Background: an optimization exercise with open tools, aiming at small area, a short achievable clock period and few clock cycles per item. Do not read the settings as production practice.
In this exercise RTL edits were held to simulation tests only and were not proved equivalent to the original.
Power and IR drop assume default switching activity.

**design/flow/design.v**
```verilog
package map_ctrl_pkg;
    localparam int unsigned SLOTS    = 144;
    localparam int unsigned CARD_W   = 6;
    localparam int unsigned VB_START = 480;
    localparam logic [1:0] OP_WRITE     = 2'b00;
    localparam logic [1:0] OP_CLEAR     = 2'b01;
    localparam logic [1:0] OP_TOGGLE    = 2'b10;
    localparam logic [1:0] OP_DESEL_ALL = 2'b11;
    localparam logic [CARD_W-1:0] CARD_EMPTY = '0;
    localparam logic GNT_LOC = 1'b0;
    localparam logic GNT_REM = 1'b1;
    typedef enum logic [1:0] {
        StIdle,
        StExec,
        StAck,
        StCommit
    } state_e;
endpackage
module rr_arbiter2 (
    input  logic [1:0] req,
    input  logic       last_grant,
    output logic [1:0] grant
);
    always_comb begin
        grant = req;
        if (req == 2'b11) begin
            grant = last_grant ? 2'b01 : 2'b10;
        end
    end
endmodule
module map_update_ctrl
(
    input  logic                    clk,
    input  logic                    rst,
    input  logic [9:0]              v_cnt,
    input  logic                    loc_req,
    input  logic [1:0]              loc_op,
    input  logic [7:0]              loc_pos,
    input  logic [map_ctrl_pkg::CARD_W-1:0]       loc_card,
    output logic                    loc_ack,
    input  logic                    rem_req,
    input  logic [1:0]              rem_op,
    input  logic [7:0]              rem_pos,
    input  logic [map_ctrl_pkg::CARD_W-1:0]       rem_card,
    output logic                    rem_ack,
    output logic                    err,
    output logic                    busy,
    output logic [map_ctrl_pkg::SLOTS*map_ctrl_pkg::CARD_W-1:0] map,
    output logic [map_ctrl_pkg::SLOTS-1:0] sel_card
);
    localparam int unsigned SLOTS  = map_ctrl_pkg::SLOTS;
    localparam int unsigned CARD_W = map_ctrl_pkg::CARD_W;
    localparam int unsigned VB_START = map_ctrl_pkg::VB_START;
    localparam logic [1:0] OP_WRITE     = map_ctrl_pkg::OP_WRITE;
    localparam logic [1:0] OP_CLEAR     = map_ctrl_pkg::OP_CLEAR;
    localparam logic [1:0] OP_TOGGLE    = map_ctrl_pkg::OP_TOGGLE;
    localparam logic [1:0] OP_DESEL_ALL = map_ctrl_pkg::OP_DESEL_ALL;
    localparam logic GNT_LOC = map_ctrl_pkg::GNT_LOC;
    localparam logic GNT_REM = map_ctrl_pkg::GNT_REM;
    localparam int unsigned ROWS = (SLOTS + 15) / 16;    
    logic            last_grant;    
    logic            vb_q;
    logic            pub_q;         
    logic            rst_q;         
    logic [ROWS-1:0] row_card_q;    
    logic [ROWS-1:0] row_sel_q;     
    logic [15:0]     col_q;         
    logic [CARD_W-1:0] card_q;      
    logic            tog_q;         
    logic            desel_q;       
    logic [SLOTS*CARD_W-1:0] shadow_map;
    logic [SLOTS-1:0]        shadow_sel;
    logic [1:0] elig, grant;
    logic       vb, vb_rise;
    assign elig = {rem_req & ~rem_ack, loc_req & ~loc_ack};
    rr_arbiter2 u_arb (
        .req        (elig),
        .last_grant (last_grant),
        .grant      (grant)
    );
    logic [1:0][ROWS-1:0]   dec_row_card, dec_row_sel;
    logic [1:0][15:0]       dec_col;
    logic [1:0][CARD_W-1:0] dec_card;
    logic [1:0]             dec_tog, dec_desel, dec_err;
    for (genvar q = 0; q < 2; q++) begin : g_dec
        logic [1:0]        op;
        logic [7:0]        pos;
        logic [CARD_W-1:0] card;
        logic              in_range;
        assign op       = q ? rem_op   : loc_op;
        assign pos      = q ? rem_pos  : loc_pos;
        assign card     = q ? rem_card : loc_card;
        assign in_range = (pos < 8'(SLOTS));
        for (genvar r = 0; r < int'(ROWS); r++) begin : g_row
            assign dec_row_card[q][r] = in_range & (pos[7:4] == 4'(r)) &
                                        ((op == OP_WRITE) | (op == OP_CLEAR));
            assign dec_row_sel[q][r]  = in_range & (pos[7:4] == 4'(r)) &
                                        ((op == OP_TOGGLE) | (op == OP_CLEAR));
        end
        for (genvar c = 0; c < 16; c++) begin : g_col
            assign dec_col[q][c] = (pos[3:0] == 4'(c));
        end
        assign dec_card[q]  = (op == OP_WRITE) ? card : '0;
        assign dec_tog[q]   = (op == OP_TOGGLE);
        assign dec_desel[q] = (op == OP_DESEL_ALL);
        assign dec_err[q]   = ~in_range & (op != OP_DESEL_ALL);
    end
    assign vb      = (v_cnt >= 10'(VB_START));
    assign vb_rise = vb & ~vb_q;
    always_ff @(posedge clk or posedge rst) begin
        if (rst) begin
            loc_ack    <= 1'b0;
            rem_ack    <= 1'b0;
            busy       <= 1'b0;
            last_grant <= GNT_REM;
            vb_q       <= 1'b0;
            pub_q      <= 1'b1;
            rst_q      <= 1'b1;
        end else begin
            loc_ack <= grant[0];
            rem_ack <= grant[1];
            busy    <= loc_req | rem_req | vb_rise;
            if (|grant) last_grant <= grant[1];
            vb_q    <= vb;
            pub_q   <= vb_rise;
            rst_q   <= 1'b0;
        end
    end
    always_ff @(posedge clk) begin
        err        <= grant[1] ? dec_err[1] : dec_err[0];
        row_card_q <= ({ROWS{grant[0]}} & dec_row_card[0]) | ({ROWS{grant[1]}} & dec_row_card[1]);
        row_sel_q  <= ({ROWS{grant[0]}} & dec_row_sel[0])  | ({ROWS{grant[1]}} & dec_row_sel[1]);
        col_q      <= grant[1] ? dec_col[1]  : dec_col[0];
        card_q     <= grant[1] ? dec_card[1] : dec_card[0];
        tog_q      <= grant[1] ? dec_tog[1]  : dec_tog[0];
        desel_q    <= (grant[0] & dec_desel[0]) | (grant[1] & dec_desel[1]);
    end
    logic [ROWS-1:0]   row_card_w;
    logic [15:0]       col_w;
    logic [CARD_W-1:0] card_w;
    logic              sel_clr_all;
    assign row_card_w  = row_card_q | {ROWS{rst_q}};
    assign col_w       = col_q | {16{rst_q}};
    assign card_w      = card_q & {CARD_W{~rst_q}};
    assign sel_clr_all = rst_q | desel_q;
    for (genvar s = 0; s < int'(SLOTS); s++) begin : g_slot
        logic wr_card, hit_sel;
        assign wr_card = row_card_w[s / 16] & col_w[s % 16];
        assign hit_sel = row_sel_q[s / 16] & col_q[s % 16];
        always_ff @(posedge clk) begin
            if (wr_card) shadow_map[s*CARD_W +: CARD_W] <= card_w;
            if (sel_clr_all)  shadow_sel[s] <= 1'b0;
            else if (hit_sel) shadow_sel[s] <= tog_q & ~shadow_sel[s];
            if (pub_q) begin
                map[s*CARD_W +: CARD_W] <= shadow_map[s*CARD_W +: CARD_W];
                sel_card[s]             <= shadow_sel[s];
            end
        end
    end
endmodule
```
**design/flow/flow/run.sh**
```bash
#!/bin/bash
# Standard layout with: buf_1 port buffers, no CTS dummy loads, larger CTS sink clusters,
# stronger timing-driven net weights in global placement, and each output's buffer and
# driving register pulled next to its pin before detailed placement (flow/pull_io.tcl).
export BUFFER_PORTS_ARGS="-buffer_cell sky130_fd_sc_hd__buf_1"
export CTS_ARGS="-sink_clustering_enable -repair_clock_nets -dont_use_dummy_load -sink_clustering_size 24 -sink_clustering_max_diameter 60"
export GLOBAL_PLACEMENT_ARGS="-timing_driven_net_weight_max 8 -timing_driven_nets_percentage 35"
export PRE_DETAIL_PLACE_TCL="$PWD/flow/pull_io.tcl"
bash standard.sh > standard.log 2>&1
```
**design/flow/flow/pull_io.tcl**
```tcl
# Pull each output port's buffer next to its pin and the register that drives that buffer
# next to the buffer, so the register-to-output paths have short wires. Detailed placement
# (run right after this) legalises the moved cells.
set block [ord::get_db_block]
set core [$block getCoreArea]
set cx0 [$core xMin]; set cy0 [$core yMin]; set cx1 [$core xMax]; set cy1 [$core yMax]
set moved 0
proc pull_io_target {px py dist} {
  upvar cx0 cx0 cy0 cy0 cx1 cx1 cy1 cy1
  # move from the pin straight into the core by dist (dbu)
  set dl [expr {abs($px - $cx0)}]; set dr [expr {abs($cx1 - $px)}]
  set db [expr {abs($py - $cy0)}]; set dt [expr {abs($cy1 - $py)}]
  set m [lindex [lsort -real [list $dl $dr $db $dt]] 0]
  set x [expr {min(max($px, $cx0), $cx1)}]
  set y [expr {min(max($py, $cy0), $cy1)}]
  if {$m == $dl} { set x [expr {$cx0 + $dist}] } elseif {$m == $dr} { set x [expr {$cx1 - $dist}] } \
  elseif {$m == $db} { set y [expr {$cy0 + $dist}] } else { set y [expr {$cy1 - $dist}] }
  return [list $x $y]
}
proc pull_io_driver {net} {
  foreach it [$net getITerms] {
    if {[$it isOutputSignal]} { return [$it getInst] }
  }
  return ""
}
proc pull_io_place {inst x y} {
  set m [$inst getMaster]
  set w [$m getWidth]; set h [$m getHeight]
  $inst setLocation [expr {int($x - $w/2)}] [expr {int($y - $h/2)}]
  $inst setPlacementStatus PLACED
}
foreach bterm [$block getBTerms] {
  if {[$bterm getIoType] ne "OUTPUT"} { continue }
  set net [$bterm getNet]
  if {$net eq "NULL" || $net eq ""} { continue }
  set buf [pull_io_driver $net]
  if {$buf eq ""} { continue }
  set loc [$bterm getFirstPinLocation]
  if {[lindex $loc 0] == 0} { continue }
  set px [lindex $loc 1]; set py [lindex $loc 2]
  set t [pull_io_target $px $py 3000]
  pull_io_place $buf [lindex $t 0] [lindex $t 1]
  set a [$buf findITerm A]
  if {$a eq "NULL" || $a eq ""} { continue }
  set n2 [$a getNet]
  set ff [pull_io_driver $n2]
  if {$ff eq ""} { continue }
  if {![[$ff getMaster] isSequential]} { continue }
  set t [pull_io_target $px $py 9000]
  pull_io_place $ff [lindex $t 0] [lindex $t 1]
  incr moved
}
puts "pull_io: moved $moved output registers and their buffers"
```
**design/flow/standard.sh**
```bash
#!/bin/bash
# synth_recipe.tcl (not shown) runs the flow's synth.tcl, then flattens the netlist and writes it again
# the make line also repeats each setting of config.mk as NAME=value (left out here)
make -C /OpenROAD-flow-scripts/flow DESIGN_CONFIG=/design/flow/config.mk WORK_HOME=/design/flow/orfs CLKGATE_MAP_FILE= SYNTH_SCRIPT=/design/flow/synth_recipe.tcl "${@:-finish}"
```
**design/flow/config.mk**
```make
export PLATFORM = sky130hd
export DESIGN_NAME = map_update_ctrl
export DESIGN_NICKNAME = map_update_ctrl
export VERILOG_FILES = /design/flow/design.v
export SDC_FILE = /design/flow/constraint.sdc
export NUM_CORES = 4
export LEC_CHECK = 0
export CAP_MARGIN = 20
export CORE_MARGIN = 2
export CORE_UTILIZATION = 65
export PLACE_DENSITY_LB_ADDON = 0.15
export SETUP_SLACK_MARGIN = 3.1
export SLEW_MARGIN = 20
```
**design/flow/constraint.sdc**
```tcl
create_clock -name core_clock -period 5.5 [get_ports {clk}]
set_input_delay 1.1000 -clock core_clock [delete_from_list [all_inputs] [get_ports {clk}]]
set_output_delay 1.1000 -clock core_clock [all_outputs]
set_load 0.01 [all_outputs]
```
==> results_dict.tcl, run 1 <==
set metrics [dict create \
    status "finished clean" \
    start_util_pct 65.3 \
    use_met1_pct 46.0 \
    fin_util_pct 75.0 \
    slowest_stage "edfxtp_1" \
    routed_via_density 6.88 \
    avgSynthCellArea_um2 23.1 \
    grtUsageMet3_pct 11.0 \
    clockPowerShare_pct 29.7 \
    comb_power_share_pct 4.6 \
    portBuffers 1052 \
    use_met2_pct 66.4 \
    core_area_um2 99600 \
    rows 116 \
    rsz0062_at_grt "true" \
    cts_hold_buf 0 \
    regToRegSetupSlack_ns 3.07 \
    n_fill_cell 4912 \
    vias 35900 \
    root_buffer "clkbuf_16" \
    total_power_mw 28.3 \
    grt.busiest_layer "met2" \
    gr-usage-all-layers_pct 40.2 \
    synth_area_um2 65000 \
    vdd_ir_drop_max_mv 0.318 \
    grt_pass1_vias 33900 \
    fin_worst_skew_ns 0.0890 \
    globalRoute.totalOverflow 0 \
    cp_top_family "flip-flops" \
    p_sw_share_pct 22.3 \
    crit_chain "buf_1" \
    die_h_um 320 \
    die_area_um2 103000 \
    yosysSeqAreaShare_pct 92.5 \
    ys.flop_type "edfxtp_1" \
    fin_crit_sh_pct 46.6 \
    min_period_ns 2.56 \
    drc 0 \
    cts_buffers 115 \
    cp.arrival_ns 1.46 \
    critPathMaxFanout 1 \
    nets 3965 \
    synth_edf_count 1872 \
    hold_class "in -> async" \
    ys_ff_latch 2066 \
    gp_congestion 0.868 \
    async_flop_share_pct 0.339 \
    insertion_delay_ns 0.74 \
    antenna_found_initial 17 \
    hold_viol_final 0 \
    p_int_mw 22.0 \
    htreeDepth 3 \
    area_growth_pct 14.8 \
    place_hpwl_um 131000 \
    io_pins 1058 \
    start_kind "flip-flop" \
    clockBufferDepth 3 \
    finalMaxSlewViolations 0 \
    cp.required_ns 4.40 \
    drive_gt1_share_pct 17.2 \
    clkSinkCount 2066 \
    drt-total-wl_um 212000 \
    critPathBufInv 1 \
    endpoint_kind "output port" \
    max_stage_delay_ns 0.49 \
    synth.distinct_cells 46 \
    fmax_mhz 390 \
    cts_tree "yes" \
    die_x_um 320 \
    drtAntennaViolNets 0 \
    grt_pass1_wl_um 279000 \
    routedWlPerCell_um 40.6 \
    netlist_instances 2819 \
    drt_iter0_markers 6121 \
    relSlewSlack_pct 23.0 \
    synth_fp_nets 2873 \
    seqPwrFrac_pct 65.7 \
    grt_max_degree 124 \
    power_switching_mw 6.32 \
    power_per_cell_area_nw_per_um2 379 \
    first_pass_iters 6 \
    clkTransAtPathRegs_ns 0.10 \
    setup_viol 0 \
    ys_warn_count 2 \
    worstSetupPathType "reg -> out" \
    leakagePower_nw 26.4 \
    worstMarginPinSlew_ns 1.15 \
    cap_violations 0 \
]
## state kept, by name (all words and copies together), names as in the netlist, 6 cells and up
| register | count |
|---|---|
| shadow_map | 864 |
| map | 864 |
| shadow_sel | 144 |
| card_q | 6 |
| row_sel_q | 9 |
| col_q | 16 |
| row_card_q | 9 |
| sel_card | 144 |
## worst paths after layout
kind                                 startpoint  cells past startpoint             end
worst min-delay path                        rst                      2            vb_q
worst max-delay path                   map[365]                      1        map[365]
worst max register to register     row_sel_q[5]                      3  shadow_sel[87]
min in group core_clock         shadow_map[314]                      0        map[314]
max in group asynchronous                   rst                      2         loc_ack
worst min register to register  shadow_map[314]                      0        map[314]
## power groups by stage
stage / combinational (mW) / sequential, mW / clock [mW]
after floorplan: 0.335 / 18.9 / 0
after global placement: 1.23 / 18.6 / 0
after detailed placement: 1.15 / 18.9 / 0
after CTS: 1.24 / 18.5 / 8.32
after global routing: 1.36 / 18.6 / 8.82
final: 1.31 / 18.6 / 8.41
## synth_stat cells, types with 2 or more instances
cell type  number  share of area [%]
nand2_1        20               0.12
mux2_2         10               0.17
buf_2          18               0.14
nand2b_1       10              0.096
a21oi_1       144                1.1
and4b_1         4              0.062
dfrtp_1         4               0.15
nand4_1         3              0.029
nor2_1         13              0.075
buf_4           2              0.023
o32ai_1         4              0.054
o22ai_1        14               0.13
mux2i_1         7               0.11
buf_1          15              0.087
inv_1          10              0.058
a41o_1          3              0.046
or3b_2          3              0.040
o2111ai_1       3              0.040
nor3_1         10              0.077
dfxtp_1       187                5.8
a311oi_1      139                1.9
a2111oi_0       2              0.027
edfxtp_1     1872                 86
ha_1            8               0.15
or3_1           3              0.029
buf_6           8               0.14
nor4_1          2              0.019
dfstp_2         3               0.12
a311oi_2        5               0.12
nand3_1         8              0.062
o31ai_1         5              0.058
nand3b_1        4              0.046
and2_1          9              0.087
clkbuf_1      104               0.60
nor2b_1         9              0.087
a21o_1        144                1.7
## area by class of cell
class                      instances  area, µm²  area share, %
inverter                          11       41.3         0.0553
antenna                           18       45.0         0.0603
timing repair buffer            1117       5620           7.52
multi-input combinational        600       4300           5.76
clock buffer                     115       2880           3.85
sequential                      2066      60200           80.6
tap                             1298       1620           2.18
## placed cells by master (no fill, tap or decap), drive strengths merged, types with 4 or more instances in the layout
| master | instances |
|---|---|
| edfxtp | 1872 |
| buf | 806 |
| clkbuf | 426 |
| dfxtp | 187 |
| a21o | 144 |
| a21oi | 144 |
| a311oi | 144 |
| nand2 | 21 |
| diode | 18 |
| o22ai | 14 |
| nor2 | 13 |
| nor2b | 12 |
| inv | 11 |
| nand2b | 10 |
| nor3 | 10 |
| mux2 | 10 |
| and2 | 9 |
| nand3 | 8 |
| ha | 8 |
| mux2i | 7 |
| o31ai | 5 |
| nand3b | 4 |
| o32ai | 4 |
| and4b | 4 |
| or2 | 4 |
| dfrtp | 4 |
## logic make-up after synthesis
kind of cell	Yosys count	share of synthesized area (%)
muxes	17	0.281
adders and majority gates	8	0.154
and+or+nand+nor	103	0.877
DFF	2066	92.5
other	1	0.00577
AOI/OAI and AO/OA	466	5.15
buffers and inverters	158	1.05
## per-stage QoR
| stage | setup TNS, ns | instances | setup WS, ns | hold slack [ns] | instance area [µm²] |
|---|---|---|---|---|---|
| after floorplan | -1471.67 | 2819 | -1.46 | 0.351 | 65100 |
| after global placement | 0 | 5077 | 2.39 | 0.400 | 70600 |
| after detailed placement | 0 | 5077 | 2.33 | 0.405 | 70600 |
| after CTS | 0 | 5203 | 2.93 | 0.302 | 74000 |
| after global routing | 0 | 5212 | 2.96 | 0.353 | 74600 |
| final | 0 | 5225 | 2.94 | 0.344 | 74700 |
## metal layers
layer | vias to the layer above | wire length [µm] | part of all wire (%)
li1 | 13300 | - | -
met1 | 17600 | 62200 | 29
met2 | 4083 | 104000 | 49
met3 | 889 | 28000 | 13
met4 | 10 | 17500 | 8.3
met5 | - | 57 | 0.027
## timing repair
item	in CTS	in global routing
pin swaps	1	0
buffers inserted	7	3
cloned	4	1
setup endpoints to repair	1623	510
gates resized for setup	163	385
Testbench counts, summed over its fixed seeds: cycles 4,808, edits 4,800.
==> run 2: changes to the inputs <==
==> design/flow/flow/run.sh (replaced) <==
#!/bin/bash
# Standard layout with: buf_1 port buffers, no CTS dummy loads, larger CTS sink clusters,
# stronger timing-driven net weights in global placement, and the registers that drive
# output ports placed in a band along the die edge next to their pins (flow/ring.tcl,
# before global placement; flow/unfix_ring.tcl lets detailed placement legalise them).
export BUFFER_PORTS_ARGS="-buffer_cell sky130_fd_sc_hd__buf_1"
export CTS_ARGS="-sink_clustering_enable -repair_clock_nets -dont_use_dummy_load -sink_clustering_size 24 -sink_clustering_max_diameter 60"
export GLOBAL_PLACEMENT_ARGS="-timing_driven_net_weight_max 8 -timing_driven_nets_percentage 35"
export PRE_GLOBAL_PLACE_TCL="$PWD/flow/ring.tcl"
export PRE_DETAIL_PLACE_TCL="$PWD/flow/unfix_ring.tcl"
bash standard.sh > standard.log 2>&1
==> design/flow/flow/ring.tcl (new file) <==
# Place the registers that drive output ports in a band along the die edge, next to their
# pins and in the order of their pins, and hold them there (FIRM) while global placement
# places everything else around them. unfix_ring.tcl makes them movable again before
# detailed placement, which legalises them.
set block [ord::get_db_block]
set core [$block getCoreArea]
set cx0 [$core xMin]; set cy0 [$core yMin]; set cx1 [$core xMax]; set cy1 [$core yMax]
set row_h 2720
set site_w 460
set sides [dict create B {} T {} L {} R {}]
foreach bterm [$block getBTerms] {
  if {[$bterm getIoType] ne "OUTPUT"} { continue }
  set net [$bterm getNet]
  if {$net eq "NULL" || $net eq ""} { continue }
  set ff ""
  foreach it [$net getITerms] {
    if {[$it isOutputSignal]} { set ff [$it getInst] }
  }
  if {$ff eq "" || ![[$ff getMaster] isSequential]} { continue }
  set loc [$bterm getFirstPinLocation]
  if {[lindex $loc 0] == 0} { continue }
  set px [lindex $loc 1]; set py [lindex $loc 2]
  set d [dict create B [expr {abs($py - $cy0)}] T [expr {abs($cy1 - $py)}] \
                     L [expr {abs($px - $cx0)}] R [expr {abs($cx1 - $px)}]]
  set side B; set best [dict get $d B]
  foreach s {T L R} { if {[dict get $d $s] < $best} { set best [dict get $d $s]; set side $s } }
  set along [expr {($side eq "B" || $side eq "T") ? $px : $py}]
  dict lappend sides $side [list $along $ff]
}
proc ring_snap {v o p} { return [expr {$o + int(round(double($v - $o) / $p)) * $p}] }
# bands along the bottom and top edges: rows of cells, each cell in the row nearest its pin
set nrow [dict create B 0 T 0]
foreach side {B T} {
  set items [lsort -real -index 0 [dict get $sides $side]]
  set n [llength $items]
  if {$n == 0} { continue }
  set wsum 0
  foreach it $items { incr wsum [[[lindex $it 1] getMaster] getWidth] }
  set rows [expr {int(ceil(double($wsum) / (0.9 * ($cx1 - $cx0))))}]
  dict set nrow $side $rows
  # deal the cells, in pin order, round robin over the rows; in each row pack them from
  # their pin position, never overlapping the previous cell of that row
  set nextx [lrepeat $rows $cx0]
  set rowcells [lrepeat $rows {}]
  set i 0
  foreach it $items {
    set r [expr {$i % $rows}]
    lset rowcells $r [concat [lindex $rowcells $r] [list $it]]
    incr i
  }
  for {set r 0} {$r < $rows} {incr r} {
    set cells [lindex $rowcells $r]
    set y [expr {$side eq "B" ? $cy0 + $r * $row_h : $cy1 - ($r + 1) * $row_h}]
    # first pass: left to right, no overlap
    set xs {}
    set x $cx0
    foreach it $cells {
      set w [[[lindex $it 1] getMaster] getWidth]
      set want [ring_snap [expr {[lindex $it 0] - $w / 2}] $cx0 $site_w]
      if {$want < $x} { set want $x }
      lappend xs $want
      set x [expr {$want + $w}]
    }
    # second pass: right to left, keep inside the core
    set lim $cx1
    for {set k [expr {[llength $cells] - 1}]} {$k >= 0} {incr k -1} {
      set inst [lindex [lindex $cells $k] 1]
      set w [[$inst getMaster] getWidth]
      set xk [lindex $xs $k]
      if {$xk + $w > $lim} { set xk [expr {$lim - $w}] }
      lset xs $k $xk
      set lim $xk
    }
    set k 0
    foreach it $cells {
      set inst [lindex $it 1]
      $inst setOrient [expr {($r % 2 == 0) == ($side eq "B") ? "R0" : "MX"}]
      $inst setLocation [lindex $xs $k] $y
      $inst setPlacementStatus FIRM
      incr k
    }
  }
}
# bands along the left and right edges, between the bottom and top bands: columns of
# cells stacked one per row, each cell in the row nearest its pin
set ylo [expr {$cy0 + [dict get $nrow B] * $row_h}]
set yhi [expr {$cy1 - [dict get $nrow T] * $row_h}]
foreach side {L R} {
  set items [lsort -real -index 0 [dict get $sides $side]]
  set n [llength $items]
  if {$n == 0} { continue }
  set nrows [expr {($yhi - $ylo) / $row_h}]
  set cols [expr {int(ceil(double($n) / (0.9 * $nrows)))}]
  set wmax 0
  foreach it $items { set wmax [expr {max($wmax, [[[lindex $it 1] getMaster] getWidth])}] }
  set i 0
  set groups {}
  # groups of cols cells share a row
  for {set i 0} {$i < $n} {incr i $cols} {
    lappend groups [lrange $items $i [expr {$i + $cols - 1}]]
  }
  set ys {}
  set y $ylo
  foreach g $groups {
    set a 0.0
    foreach it $g { set a [expr {$a + [lindex $it 0]}] }
    set a [expr {$a / [llength $g]}]
    set want [ring_snap [expr {int($a) - $row_h / 2}] $cy0 $row_h]
    if {$want < $y} { set want $y }
    lappend ys $want
    set y [expr {$want + $row_h}]
  }
  set lim $yhi
  for {set k [expr {[llength $groups] - 1}]} {$k >= 0} {incr k -1} {
    set yk [lindex $ys $k]
    if {$yk + $row_h > $lim} { set yk [expr {$lim - $row_h}] }
    lset ys $k $yk
    set lim $yk
  }
  set k 0
  foreach g $groups {
    set y [lindex $ys $k]
    set c 0
    foreach it $g {
      set inst [lindex $it 1]
      set x [expr {$side eq "L" ? $cx0 + $c * $wmax : $cx1 - ($c + 1) * $wmax}]
      set x [ring_snap $x $cx0 $site_w]
      set orient [expr {((($y - $cy0) / $row_h) % 2 == 0) ? "R0" : "MX"}]
      $inst setOrient $orient
      $inst setLocation $x $y
      $inst setPlacementStatus FIRM
      incr c
    }
    incr k
  }
}
puts "ring: [llength [dict get $sides B]] bottom, [llength [dict get $sides T]] top, [llength [dict get $sides L]] left, [llength [dict get $sides R]] right output registers fixed at the edge"
==> design/flow/flow/unfix_ring.tcl (new file) <==
# Make the output registers that ring.tcl fixed at the die edge movable again, so detailed
# placement can legalise them.
foreach inst [[ord::get_db_block] getInsts] {
  if {[$inst getPlacementStatus] eq "FIRM" || [$inst getPlacementStatus] eq "FIXED"} {
    if {[[$inst getMaster] isSequential]} { $inst setPlacementStatus PLACED }
  }
}
removed: design/flow/flow/pull_io.tcl
==> run 2 against run 1 <==
- sequential cell count did not move
- cell count shrank 0.33%
- critical endpoint is now map[285]
- critical path type unchanged
- worst setup slack worse by 0.042 ns
- maximum frequency fell by 1.6%
- sequential power is essentially flat
- combinational power hardly changed
- worst hold slack gained 0.019 ns
- sequential share of layout area fell by 0.68 points
- clock power barely moved
- clock skew is 0.0094 ns higher
- critical path depth did not move
==> results_dict.tcl, run 2 <==
set metrics [dict create \
    nets 3943 \
    routedWlPerCell_um 39.7 \
    hold_viol_final 0 \
    pre_cts_slack_ns 2.27 \
    clkTransAtPathRegs_ns 0.10 \
    cts_buffers 118 \
    portBuffers 1052 \
    grt_pass1_vias 32600 \
    ys.flop_type "edfxtp_1" \
    htreeDepth 3 \
    regArea_um2 60200 \
    cts_tree "yes" \
    yosysSeqAreaShare_pct 92.5 \
    antenna_found_initial 33 \
    gp_congestion 1.24 \
    rows 116 \
    worst_slack_ns 2.90 \
    clkSinkCount 2066 \
    layout_common_cells "edfxtp_1, buf_1, buf_2, dfxtp_1, clkbuf_2" \
    die_x_um 320 \
    cp.arrival_ns 1.50 \
    io_pins 1058 \
    core_area_um2 99600 \
    status "finished clean" \
    slowest_stage "edfxtp_1" \
    crit_chain "buf_6" \
    die_h_um 320 \
    start_util_pct 65.3 \
    vias 34900 \
    power_per_cell_area_nw_per_um2 377 \
    drive_gt1_share_pct 19.8 \
    cap_violations 0 \
    avgSynthCellArea_um2 23.1 \
    clockBufferDepth 3 \
    critPathBufInv 1 \
    fin_crit_sh_pct 47.3 \
    final_cells 5208 \
    rsz0062_at_grt "true" \
    synth_top_cell_by_area "edfxtp_1" \
    synth.distinct_cells 46 \
    worstSetupPathType "reg -> out" \
    critPathMaxFanout 1 \
    cts_hold_buf 0 \
    async_flop_share_pct 0.339 \
    cp.required_ns 4.40 \
    worstMarginPinSlew_ns 1.14 \
    relSlewSlack_pct 24.0 \
    setup_viol 0 \
    tns_ns 0 \
    synth_top_cell_area_share_pct 86.4 \
    synth_edf_count 1872 \
    first_pass_iters 5 \
    drt-total-wl_um 207000 \
    ys_ff_latch 2066 \
    leakagePower_nw 26.8 \
    ys_warn_count 2 \
    root_buffer "clkbuf_16" \
    synth_most_common_cell "edfxtp_1" \
    n_fill_cell 5030 \
    gr-usage-all-layers_pct 39.3 \
    multi_input_area_um2 4260 \
    yosys-top-cells-area "edfxtp_1, dfxtp_1, a311oi_1" \
    die_area_um2 103000 \
    finalMaxSlewViolations 0 \
    insertion_delay_ns 0.75 \
    globalRoute.totalOverflow 0 \
    synth_area_um2 65000 \
    vdd_ir_drop_max_mv 0.284 \
    grt_pass1_wl_um 271000 \
    reg_top3 "map: 864 flops, shadow_map: 864 flops" \
    place_hpwl_um 137000 \
    drtAntennaViolNets 0 \
    hold_class "in -> async" \
    whs_ns 0.363 \
    cp_top_family "flip-flops" \
    fmax_mhz 384 \
    regToRegSetupSlack_ns 3.10 \
    netlist_instances 2819 \
    fin_worst_skew_ns 0.0984 \
    drc 0 \
    synth_fp_nets 2873 \
    fin_util_pct 75.6 \
    grt_max_degree 146 \
    max_stage_delay_ns 0.53 \
    placed_cells 5060 \
    area_growth_pct 15.8 \
    routed_via_density 6.70 \
    min_period_ns 2.60 \
    endpoint_kind "output port" \
    synth_top_cells_by_count "edfxtp_1, dfxtp_1, a21o_1, a21oi_1, a311oi_1" \
    layout_commonest_cell "edfxtp_1" \
    start_kind "flip-flop" \
    drt_iter0_markers 5895 \
]
==> run 2: cells by family (layout without fill, tap and decap cells) <==
logic type               after synthesis  after routing  synth area share [%]
flip-flops                          2066           2066                  92.5
AO/OA/AOI/OAI                        466            466                  5.15
buffers and inverters                158           1226                  1.05
AND/OR/NAND/NOR                      103            103                 0.877
multiplexers                          17             17                 0.281
adder cells (fa/ha/maj)                8              8                 0.154
other                                  1             24               0.00577
==> run 2: area by class of cell <==
cell class	instances	area share [%]
sequential	2066	79.9
timing repair buffer	1097	8.24
multi-input combinational	595	5.66
clock buffer	118	3.92
tap	1298	2.16
antenna	23	0.0764
inverter	11	0.0548
==> run 2: final timing paths <==
kind	startpoint	endpoint	cells after the start
setup / recovery	map[285]	map[285]	1
hold / removal	rst	loc_ack	2
setup reg to reg	pub_q	map[431]	1
hold reg to reg	shadow_map[709]	map[709]	0
max in group asynchronous	rst	rst_q	2
min in group core_clock	shadow_map[709]	map[709]	0
==> run 2: routing by layer <==
metal	part of all wire [%]	GRT usage [%]
met1	29	44.4
met2	48	62.7
met3	14	13.5
met4	9.1	28.5
met5	0.11	0
==> run 2: what timing repair did <==
| item | in CTS | in global routing |
|---|---|---|
| setup buffers | 5 | 0 |
| gates cloned | 2 | 0 |
| endpoints found under the setup margin | 2028 | 682 |
| gates resized for setup | 546 | 330 |
==> run 2: metrics by stage <==
stage                     area [µm²]  power [mW]
after detailed placement       70400        20.0
after floorplan                65100        19.2
after global placement         70400        20.0
final                          75300        28.4
after CTS                      74500        28.1
after global routing           75300        28.9
==> run 2: where the power goes <==
group	total (mW)	leakage, nW	switching, mW	internal [mW]
Sequential	18.6	20.1	0.622	18.0
Clock	8.43	1.45	4.65	3.78
Combinational	1.33	5.25	0.969	0.358
==> run 3: changes to the inputs <==
--- a/design/flow/flow/run.sh
+++ b/design/flow/flow/run.sh
@@ -5,7 +5,7 @@
 # before global placement; flow/unfix_ring.tcl lets detailed placement legalise them).
 export BUFFER_PORTS_ARGS="-buffer_cell sky130_fd_sc_hd__buf_1"
 export CTS_ARGS="-sink_clustering_enable -repair_clock_nets -dont_use_dummy_load -sink_clustering_size 24 -sink_clustering_max_diameter 60"
-export GLOBAL_PLACEMENT_ARGS="-timing_driven_net_weight_max 8 -timing_driven_nets_percentage 35"
+export GLOBAL_PLACEMENT_ARGS="-timing_driven_net_weight_max 25 -timing_driven_nets_percentage 50"
 export PRE_GLOBAL_PLACE_TCL="$PWD/flow/ring.tcl"
 export PRE_DETAIL_PLACE_TCL="$PWD/flow/unfix_ring.tcl"
 bash standard.sh > standard.log 2>&1
--- a/design/flow/flow/ring.tcl
+++ b/design/flow/flow/ring.tcl
@@ -7,6 +7,11 @@
 set cx0 [$core xMin]; set cy0 [$core yMin]; set cx1 [$core xMax]; set cy1 [$core yMax]
 set row_h 2720
 set site_w 460
+# share of a band row the registers take; the rest is left for their output buffers
+set fill 0.6
+# rows (and, on the left and right, width) left free between the die edge and the band
+set gap_rows 1
+set gap_x 4600
 set sides [dict create B {} T {} L {} R {}]
 foreach bterm [$block getBTerms] {
   if {[$bterm getIoType] ne "OUTPUT"} { continue }
@@ -36,7 +41,7 @@
   if {$n == 0} { continue }
   set wsum 0
   foreach it $items { incr wsum [[[lindex $it 1] getMaster] getWidth] }
-  set rows [expr {int(ceil(double($wsum) / (0.9 * ($cx1 - $cx0))))}]
+  set rows [expr {int(ceil(double($wsum) / ($fill * ($cx1 - $cx0))))}]
   dict set nrow $side $rows
   # deal the cells, in pin order, round robin over the rows; in each row pack them from
   # their pin position, never overlapping the previous cell of that row
@@ -50,7 +55,7 @@
   }
   for {set r 0} {$r < $rows} {incr r} {
     set cells [lindex $rowcells $r]
-    set y [expr {$side eq "B" ? $cy0 + $r * $row_h : $cy1 - ($r + 1) * $row_h}]
+    set y [expr {$side eq "B" ? $cy0 + ($r + $gap_rows) * $row_h : $cy1 - ($r + 1 + $gap_rows) * $row_h}]
     # first pass: left to right, no overlap
     set xs {}
     set x $cx0
@@ -83,14 +88,14 @@
 }
 # bands along the left and right edges, between the bottom and top bands: columns of
 # cells stacked one per row, each cell in the row nearest its pin
-set ylo [expr {$cy0 + [dict get $nrow B] * $row_h}]
-set yhi [expr {$cy1 - [dict get $nrow T] * $row_h}]
+set ylo [expr {$cy0 + ([dict get $nrow B] + $gap_rows) * $row_h}]
+set yhi [expr {$cy1 - ([dict get $nrow T] + $gap_rows) * $row_h}]
 foreach side {L R} {
   set items [lsort -real -index 0 [dict get $sides $side]]
   set n [llength $items]
   if {$n == 0} { continue }
   set nrows [expr {($yhi - $ylo) / $row_h}]
-  set cols [expr {int(ceil(double($n) / (0.9 * $nrows)))}]
+  set cols [expr {int(ceil(double($n) / ($fill * $nrows)))}]
   set wmax 0
   foreach it $items { set wmax [expr {max($wmax, [[[lindex $it 1] getMaster] getWidth])}] }
   set i 0
@@ -123,7 +128,7 @@
     set c 0
     foreach it $g {
       set inst [lindex $it 1]
-      set x [expr {$side eq "L" ? $cx0 + $c * $wmax : $cx1 - ($c + 1) * $wmax}]
+      set x [expr {$side eq "L" ? $cx0 + $gap_x + $c * $wmax : $cx1 - $gap_x - ($c + 1) * $wmax}]
       set x [ring_snap $x $cx0 $site_w]
       set orient [expr {((($y - $cy0) / $row_h) % 2 == 0) ? "R0" : "MX"}]
       $inst setOrient $orient
==> run 3 against run 2 <==
- first-iteration DRC count is 5.6% lower
- design area is 1.2% lower
- non-clock buffer count is 6 lower
- largest power group unchanged
- register-to-register slack worse by 0.02 ns
- clock power hardly changed
- cell count is 0.19% lower
- core utilization is 0.92 points lower
==> results_dict.tcl, run 3 <==
set metrics [dict create \
    crit_chain "clkbuf_2" \
    endpoint_kind "output port" \
    final_cells 5198 \
    start_util_pct 65.3 \
    rsz0062_at_grt "true" \
    cp.required_ns 4.40 \
    power_per_cell_area_nw_per_um2 380 \
    die_x_um 320 \
    first_pass_iters 6 \
    clkSinkCount 2066 \
    slowest_stage "edfxtp_1" \
    grt_pass1_wl_um 255000 \
    finalMaxSlewViolations 0 \
    routedWlPerCell_um 37.3 \
    root_buffer "clkbuf_16" \
    vdd_ir_drop_max_mv 0.352 \
    hold_viol_final 0 \
    die_h_um 320 \
    ys.flop_type "edfxtp_1" \
    rows 116 \
    cp.arrival_ns 1.44 \
    synth_top_cells_by_count "edfxtp_1, dfxtp_1, a21o_1, a21oi_1, a311oi_1" \
    async_flop_share_pct 0.339 \
    vias 34500 \
    fin_worst_skew_ns 0.0648 \
    critPathBufInv 1 \
    leakagePower_nw 26.4 \
    grt_max_degree 179 \
    synth_most_common_cell "edfxtp_1" \
    multi_input_area_um2 4310 \
    drt_iter0_markers 5567 \
    total_power_mw 28.2 \
    grt_pass1_vias 31300 \
    yosysSeqAreaShare_pct 92.5 \
    cts_buffers 120 \
    gr-usage-all-layers_pct 36.7 \
    start_kind "flip-flop" \
    yosys-top-cells-area "edfxtp_1, dfxtp_1, a311oi_1" \
    synth_top_cell_area_share_pct 86.4 \
    core_area_um2 99600 \
    min_period_ns 2.54 \
    io_pins 1058 \
    pre_cts_slack_ns 2.06 \
    synth.distinct_cells 46 \
    cap_violations 0 \
    synth_edf_count 1872 \
    fmax_mhz 393 \
    drt-total-wl_um 194000 \
    critPathMaxFanout 1 \
    avgSynthCellArea_um2 23.1 \
    ys_warn_count 2 \
    antenna_found_initial 22 \
    insertion_delay_ns 0.76 \
    clockBufferDepth 3 \
    layout_common_cells "edfxtp_1, buf_1, clkbuf_2, dfxtp_1" \
    worst_slack_ns 2.96 \
    clkTransAtPathRegs_ns 0.09 \
    status "finished clean" \
    die_area_um2 103000 \
    tns_ns 0 \
    area_growth_pct 14.4 \
    portBuffers 1052 \
    cts_tree "yes" \
    synth_area_um2 65000 \
    placed_cells 5056 \
    layout_commonest_cell "edfxtp_1" \
    drc 0 \
    fin_crit_sh_pct 46.2 \
    n_fill_cell 5303 \
    synth_top_cell_by_area "edfxtp_1" \
    cp_top_family "flip-flops" \
    regArea_um2 60200 \
    worstSetupPathType "reg -> out" \
    htreeDepth 3 \
    reg_top3 "map: 864 flops, shadow_map: 864 flops" \
    drive_gt1_share_pct 18.0 \
    ys_ff_latch 2066 \
    synth_fp_nets 2873 \
    gp_congestion 0.906 \
    drtAntennaViolNets 0 \
    routed_via_density 6.63 \
    netlist_instances 2819 \
    globalRoute.totalOverflow 0 \
    cts_hold_buf 0 \
    hold_class "in -> async" \
    worstMarginPinSlew_ns 1.26 \
    max_stage_delay_ns 0.52 \
    place_hpwl_um 128000 \
    setup_viol 0 \
    relSlewSlack_pct 16.0 \
    nets 3945 \
]
-- run 3: cells by family after synthesis --
kind of cell               after synthesis  synth area share [%]
DFF                                   2066                  92.5
AOI/OAI and AO/OA                      466                  5.15
buffers and inverters                  158                  1.05
and+or+nand+nor                        103                 0.877
muxes                                   17                 0.281
adders and majority gates                8                 0.154
other                                    1               0.00577
-- run 3: worst paths after layout --
path	startpoint	depth (start not counted)	to	slack (ns)
max	map[119]	1	map[119]	2.96
min	rst	2	vb_q	0.37
max reg2reg	pub_q	1	map[406]	3.08
min reg2reg	shadow_map[677]	0	map[677]	0.39
max in group asynchronous	rst	2	rst_q	4.76
min in group core_clock	shadow_map[677]	0	map[677]	0.39
-- run 3: stage by stage --
step	area, µm²	utilization, %	hold WS, ns
2_1_floorplan	65100	-	0.351
3_3_place_gp	70400	70.7	0.377
3_5_place_dp	70400	70.7	0.373
4_1_cts	73800	74.1	0.341
5_1_grt	74400	74.7	0.358
6_report	74400	74.7	0.367
-- run 3: cell type report --
cell class	instances	share of cell area (%)
sequential	2066	80.9
inverter	11	0.0555
clock buffer	120	4.04
antenna	11	0.0370
tap	1298	2.18
timing repair buffer	1091	7.03
multi-input combinational	601	5.79
-- run 3: power by group --
| part | total (mW) | internal [mW] | leakage (nW) | switching, mW |
|---|---|---|---|---|
| Sequential | 18.6 | 18.0 | 20.1 | 0.573 |
| Combinational | 1.23 | 0.292 | 4.78 | 0.934 |
| Clock | 8.44 | 3.84 | 1.48 | 4.60 |
-- run 3: what timing repair did --
action | 4_1_cts | 5_1_grt
pin swaps | 1 | 1
endpoints found under the setup margin | 1848 | 602
gates resized for setup | 125 | 419
gates cloned | 4 | 2
buffers inserted | 5 | 0
-- run 3: metal layers --
layer / track usage [%] / share of wire (%) / wire length, µm
met2: 61.7 / 50 / 97900
met1: 46.8 / 32 / 62000
met3: 7.46 / 12 / 23700
met5: 0 / 0.077 / 150
met4: 17.0 / 5.3 / 10300

port drivers added, routing unchanged:
Ports are ideal in the flow. The routed layouts listed here were re-timed in OpenROAD.
Step 1 assumes that a clkbuf_16 drives the clock port and a buf_2 every other input.
Step 2 times the ports against the registers' clock, not the clock port: input delays grow and output delays shrink by t, the midpoint of the rising clock arrivals with the driver on.
Slacks: ideal ports / drivers / drivers and shift; pairs: ideal ports / drivers.
run	t (ns)	setup WS [ns]	hold slack, ns	worst setup path after step 2
run 1	0.765	2.938 / 2.864 / 2.617	0.344 / 0.299 / 0.377	input to register
run 2	0.773	2.896 / 2.822 / 2.647	0.363 / 0.315 / 0.379	input to register
run 3	0.789	2.959 / 2.886 / 2.508	0.367 / 0.315 / 0.386	input to register
After both steps every run listed still meets setup and hold. The setup slack of run 3, which loses most, moves by -0.073 ns with the drivers and by -0.451 ns with both steps.
